What follows belongs to an exercise in optimizing a design on an open flow for small area, a short achievable clock period and few clock cycles per item; a production flow would make more cautious choices.
Function was checked by simulation only, so behaviour that the tests miss may differ from the original.
No activity file was given, so power comes from the tool's default toggle rates.

before:
==> flow/design.v <==
package rvIsaPkg;
    localparam int xlen     = 32;
    localparam int regAddrW = 5;
    localparam logic [6:0] opOp     = 7'b0110011;
    localparam logic [6:0] opOpImm  = 7'b0010011;
    localparam logic [6:0] opLui    = 7'b0110111;
    localparam logic [6:0] opBranch = 7'b1100011;
    localparam logic [2:0] f3AddSub = 3'b000;
    localparam logic [2:0] f3Slt    = 3'b010;
    localparam logic [2:0] f3Xor    = 3'b100;
    localparam logic [2:0] f3Or     = 3'b110;
    localparam logic [2:0] f3And    = 3'b111;
    localparam logic [2:0] f3Beq    = 3'b000;
    localparam logic [2:0] f3Bne    = 3'b001;
    localparam logic [6:0] f7Base = 7'b0000000;
    localparam logic [6:0] f7Sub  = 7'b0100000;
    typedef union packed {
        struct packed {
            logic [6:0] funct7;
            logic [4:0] rs2;
            logic [4:0] rs1;
            logic [2:0] funct3;
            logic [4:0] rd;
            logic [6:0] opcode;
        } r;
        struct packed {
            logic [11:0] imm12;
            logic [4:0]  rs1;
            logic [2:0]  funct3;
            logic [4:0]  rd;
            logic [6:0]  opcode;
        } i;
        struct packed {
            logic [19:0] imm20;
            logic [4:0]  rd;
            logic [6:0]  opcode;
        } u;
        struct packed {
            logic       imm12;
            logic [5:0] imm10to5;
            logic [4:0] rs2;
            logic [4:0] rs1;
            logic [2:0] funct3;
            logic [3:0] imm4to1;
            logic       imm11;
            logic [6:0] opcode;
        } b;
    } rvInstr;
endpackage
package coreCfgPkg;
    localparam int aluFuncW = 3;
    localparam logic [aluFuncW-1:0] aluAdd   = 3'd0;
    localparam logic [aluFuncW-1:0] aluSub   = 3'd1;
    localparam logic [aluFuncW-1:0] aluAnd   = 3'd2;
    localparam logic [aluFuncW-1:0] aluOr    = 3'd3;
    localparam logic [aluFuncW-1:0] aluXor   = 3'd4;
    localparam logic [aluFuncW-1:0] aluSlt   = 3'd5;
    localparam logic [aluFuncW-1:0] aluPassB = 3'd6;
    localparam logic fwdReg = 1'b0;
    localparam logic fwdWb  = 1'b1;
    localparam logic [31:0] resetPc = 32'h0000_0000;
endpackage
`timescale 1ns/1ps
module registerFile (
    input  logic        cpuClk,
    input  logic        rstN,
    input  logic [4:0]  rs,
    input  logic        rdEn,
    input  logic [31:0] orIn,
    input  logic [4:0]  wrAddr,
    input  logic        wrEn,
    input  logic [31:0] wrData,
    output logic [31:0] rdData
);
    logic [31:0] regs  [1:31];
    logic [31:1] valid;
    logic [31:1] wSel;
    logic [31:1] sel;
    always_comb begin
        for (int k = 1; k < 32; k++) begin
            wSel[k] = wrEn && (wrAddr == 5'(k));
            sel[k]  = rdEn && valid[k] && (rs == 5'(k));
        end
    end
    always_ff @(posedge cpuClk or negedge rstN) begin
        if (!rstN) valid <= '0;
        else       valid <= valid | wSel;
    end
    always_ff @(posedge cpuClk) begin
        for (int k = 1; k < 32; k++)
            if (wSel[k]) regs[k] <= wrData;
    end
    always_comb begin
        rdData = orIn;
        for (int k = 1; k < 32; k++)
            rdData = rdData | ({32{sel[k]}} & regs[k]);
    end
endmodule
`timescale 1ns/1ps
module rv32Core (
    input  logic        cpuClk,
    input  logic        rstN,
    output logic        wbCyc,
    output logic        wbStb,
    output logic [31:0] wbAdr,
    input  logic [31:0] wbDatI,
    input  logic        wbAck,
    output logic        retireValid,
    output logic [31:0] retirePc,
    output logic [4:0]  retireRd,
    output logic [31:0] retireData
);
    logic        reqOn;
    logic [31:1] adr;
    logic        discard;
    logic        taken;
    logic        redir;
    logic [31:1] target;
    logic [31:1] redirPc;
    logic [31:1] archPc;
    logic [31:1] pcNextW;
    logic        vR1, vR2, vE;
    logic [4:0]  rdE;
    logic [31:0] res;
    logic         capture;
    logic         predIn;
    logic [7:1]   offIn;
    logic [8:1]   lowSum;
    logic [31:8]  adrDec;
    logic [31:1]  targetIn;
    assign wbCyc = reqOn;
    assign wbStb = reqOn;
    assign wbAdr = {adr, 1'b0};
    assign capture  = reqOn && wbAck && !discard && !redir;
    assign predIn   = (wbDatI[6:0] == 7'b1100011) && (wbDatI[14:13] == 2'b00) &&
                      wbDatI[31] && wbDatI[7] && (wbDatI[30:28] == 3'b111);
    assign offIn    = {wbDatI[27:25], wbDatI[11:8]};
    assign lowSum   = {1'b0, adr[7:1]} + {1'b0, offIn};
    assign adrDec   = adr[31:8] - 24'd1;
    assign targetIn = {lowSum[8] ? adr[31:8] : adrDec, lowSum[7:1]};
    logic        useTgt;
    logic [31:1] adrOther;
    assign useTgt   = reqOn && wbAck && !discard && !redir && predIn;
    assign adrOther = !(reqOn && wbAck) ? adr :
                      redir             ? redirPc :
                      discard           ? (retireValid ? pcNextW : archPc) : adr + 31'd2;
    always_ff @(posedge cpuClk or negedge rstN) begin
        if (!rstN) begin
            reqOn   <= 1'b0;
            adr     <= '0;
            discard <= 1'b0;
        end else begin
            reqOn <= 1'b1;
            adr   <= useTgt ? targetIn : adrOther;
            if (reqOn && wbAck)      discard <= 1'b0;
            else if (reqOn && redir) discard <= 1'b1;
        end
    end
    logic [31:0] ir;
    always_ff @(posedge cpuClk) begin
        if (wbAck) ir <= wbDatI;
    end
    always_ff @(posedge cpuClk or negedge rstN) begin
        if (!rstN) begin
            vR1 <= 1'b0;
            vR2 <= 1'b0;
        end else begin
            vR1 <= capture;
            vR2 <= vR1 && !redir;
        end
    end
    logic [6:0] opc;
    logic [2:0] f3;
    logic [6:0] f7;
    logic       isOp, isImm, isLui, isBr, opOrImm, f7Ok, isSub;
    logic       dAdd, dSlt, dXor, dOr, dAnd, dWr;
    logic [31:0] immD;
    logic [31:0] opA, opB;
    assign opc = ir[6:0];
    assign f3  = ir[14:12];
    assign f7  = ir[31:25];
    assign isOp    = (opc == 7'b0110011);
    assign isImm   = (opc == 7'b0010011);
    assign isLui   = (opc == 7'b0110111);
    assign isBr    = (opc == 7'b1100011) && (f3[2:1] == 2'b00);
    assign isSub   = isOp && (f7 == 7'b0100000) && (f3 == 3'b000);
    assign f7Ok    = isImm || (f7 == 7'b0000000) || isSub;
    assign opOrImm = (isOp || isImm) && f7Ok;
    assign dAdd = isLui || (opOrImm && f3 == 3'b000);
    assign dSlt = opOrImm && f3 == 3'b010;
    assign dXor = opOrImm && f3 == 3'b100;
    assign dOr  = opOrImm && f3 == 3'b110;
    assign dAnd = opOrImm && f3 == 3'b111;
    assign dWr  = dAdd || dSlt || dXor || dOr || dAnd;
    assign immD = isLui ? {ir[31:12], 12'b0} : {{20{ir[31]}}, ir[31:20]};
    logic [31:0] rdPort;
    logic [4:0]  portAddr;
    logic [4:0]  rdNow;
    logic        useImm, immR2, fixAR2, fixBR2;
    assign useImm = isImm || isLui;
    assign rdNow  = vE ? rdE : retireRd;
    always_ff @(posedge cpuClk) begin
        portAddr <= vR1 ? ir[24:20] : wbDatI[19:15];
        immR2    <= vR1 && useImm;
        fixAR2   <= vR1 && (rdNow != 5'd0) && (rdNow == ir[19:15]);
        fixBR2   <= vR1 && !useImm && (rdNow != 5'd0) && (rdNow == ir[24:20]);
    end
    registerFile i_registerFile (
        .cpuClk(cpuClk), .rstN(rstN),
        .rs(portAddr),
        .rdEn(!(immR2 || fixBR2)),
        .orIn(({32{immR2}} & immD) | ({32{fixBR2}} & retireData)),
        .wrAddr(retireRd), .wrEn(retireValid), .wrData(retireData),
        .rdData(rdPort)
    );
    logic        cin, sAdd, sSlt, sXor, sOr, sAnd, brE, bneE;
    logic [12:1] immE;
    logic        predE;
    always_ff @(posedge cpuClk or negedge rstN) begin
        if (!rstN) vE <= 1'b0;
        else       vE <= vR2 && !redir;
    end
    always_ff @(posedge cpuClk) begin
        if (vR2) immE <= {ir[31], ir[7], ir[30:25], ir[11:8]};
    end
    always_ff @(posedge cpuClk) begin
        opA  <= vR2 ? (isLui ? 32'd0 : (fixAR2 ? retireData : opA)) : rdPort;
        opB  <= rdPort ^ {32{isSub || dSlt}};
        cin  <= isSub || dSlt;
        sAdd <= dAdd;
        sSlt <= dSlt;
        sXor <= dXor;
        sOr  <= dOr;
        sAnd <= dAnd;
        brE  <= isBr;
        bneE <= f3[0];
        rdE  <= dWr ? ir[11:7] : 5'd0;
    end
    logic [31:0] sum;
    logic [32:0] sumC;
    logic        slt;
    assign sumC = {opA, 1'b1} + {opB, cin};
    assign sum  = sumC[32:1];
    assign slt  = (opA[31] == opB[31]) ? opA[31] : sum[31];
    assign res  = ({32{sAdd}} & sum) | ({32{sXor}} & (opA ^ opB)) |
                  ({32{sOr}} & (opA | opB)) | ({32{sAnd}} & (opA & opB)) |
                  {31'd0, sSlt & slt};
    assign taken   = vE && brE && ((opA == opB) != bneE);
    assign target  = archPc + {{19{immE[12]}}, immE};
    assign predE   = &immE[12:8];
    assign redir   = vE && brE && (taken != predE);
    assign redirPc = predE ? archPc + 31'd2 : target;
    logic takenW;
    assign pcNextW  = takenW ? target : archPc + 31'd2;
    assign retirePc = {archPc, 1'b0};
    always_ff @(posedge cpuClk or negedge rstN) begin
        if (!rstN) begin
            archPc      <= '0;
            takenW      <= 1'b0;
            retireValid <= 1'b0;
            retireRd    <= 5'd0;
        end else begin
            retireValid <= vE;
            takenW      <= taken;
            if (retireValid) archPc <= pcNextW;
            if (vE) retireRd <= rdE;
        end
    end
    always_ff @(posedge cpuClk) begin
        if (vE) retireData <= res;
    end
endmodule
make LEC_CHECK=0 CAP_MARGIN=20 CORE_MARGIN=2 CORE_UTILIZATION=40 CTS_CLUSTER_DIAMETER=60 CTS_CLUSTER_SIZE=20 PLACE_DENSITY=0.6 SETUP_SLACK_MARGIN=5 SLEW_MARGIN=20 TNS_END_PERCENT=0 finish   # period 8.0 ns
run.sh (not shown) runs the stock make flow with config.mk's settings and CLKGATE_MAP_FILE= SYNTH_SCRIPT=/design/flow/synth_recipe.tcl, a recipe that flattens the netlist after the stock synthesis.
before: done, clean on timing, DRC and antenna
Testbench counts of before, summed over its fixed seeds: cycles 149,752, instructions 72,000.
For after, these inputs were changed with respect to before:
-- flow/config.mk --
<<< before, line 10
export CORE_UTILIZATION = 40
export CTS_CLUSTER_DIAMETER = 60
>>> after, line 10
export CORE_UTILIZATION = 40
export CTS_BUF_LIST = sky130_fd_sc_hd__clkbuf_8
export CTS_CLUSTER_DIAMETER = 60
==> comparison <==
- portAddr[3] as the source of the critical timing path was reported by before, and opA[18] by after.
- In the reports for before and after, the larger final critical-path share of the clock period belongs to after.
- On number of post-CTS setup repair buffers: between before and after, it ends up lower for after.
- Going from before to after, the sum of buffers and inverters on the critical path was found to have gone up by 1.
- Sequential cell area in the final layout essentially unchanged between before and after.
- The combinational power on after is in line with that on before.
- after ends up with higher total number of vias than before does.
- opA[21] as the end point of the critical path was reported by before, and adr[21] by after.
- Re cell count: before was lower than after.
- Diff after..before | final number of setup-violating endpoints | unchanged
- Between before and after, the global-route usage figures differ only marginally.
- Going from before to after, design area shrank slightly.

* * *

fjord:
Starts from the design.v that is shown in full above.
export LEC_CHECK = 0
export CAP_MARGIN = 20
export CORE_MARGIN = 2
export CORE_UTILIZATION = 55
export CTS_CLUSTER_DIAMETER = 100
export CTS_CLUSTER_SIZE = 30
export PLACE_DENSITY = 0.68
export SETUP_SLACK_MARGIN = 5
export SLEW_MARGIN = 20
export TNS_END_PERCENT = 0
create_clock -name core_clock -period 8.0 [get_ports {cpuClk}]
Testbench counts of fjord, summed over its fixed seeds: cycles 149,752, instructions 72,000.
[inputs] tundra vs fjord
- PLACE_DENSITY changed from 0.68 to 0.6
- CTS_CLUSTER_DIAMETER changed from 100 to 70
- CORE_UTILIZATION changed from 55 to 40
## What came out
tundra gives more relative area of clock buffers and inverters in the final design than fjord did. Cmp tundra and fjord / met3 wire length / higher: fjord. Comparing the two runs side by side, tundra comes out behind fjord on post-detailed-routing wire length. A capture point of the critical path of retireData[0] is what fjord shows, while adr[30] belongs to tundra.
#### Input delta (cedar over tundra)
- CTS_CLUSTER_DIAMETER changed from 70 to 100
Notes after the runs:
Area overhead of the layout relative to synthesis for cedar: 3.5 points down relative to tundra
Between tundra and cedar, worst setup slack decreased.
Fraction of power consumed by the clock network in cedar is 7.4 points below tundra.
Changes observed in cedar relative to tundra: number of violations reported at the end of detailed-routing iteration 0 climbed 39, die outline area was more or less identical.

[re-timing with driven ports]
No port has a modelled driver above. Below, the same layouts with a new extraction and two added sets of constraints. Step 1 sets driving cells, clkbuf_16 on the clock port and buf_2 on the other inputs (assumed; they add their load-dependent delay and slew). Step 2, shift: input delay + t, output delay - t, t = (earliest + latest rising clock arrival at the registers) / 2. This alone moves slack from input paths to output paths. a / b / c = no drivers / after step 1 / after step 2; a / b = the first two.
run	t, ns	setup slack, ns	worst setup path after step 2	latest minus earliest clock arrival (ns)	worst data-port slew with drivers (ns)
before	0.790	4.703 / 4.703 / 4.052	input to register	0.050 / 0.049	0.06
after	0.891	4.689 / 4.672 / 3.837	input to register	0.072 / 0.071	0.06
fjord	0.772	4.653 / 4.643 / 4.009	input to register	0.058 / 0.057	0.07
tundra	0.785	4.733 / 4.733 / 4.031	input to register	0.077 / 0.077	0.06
cedar	0.788	4.712 / 4.695 / 4.035	input to register	0.081 / 0.081	0.06
After both steps every run listed still meets setup and hold. The setup slack of after, which loses most, moves by -0.017 ns with the drivers and by -0.852 ns with both steps.
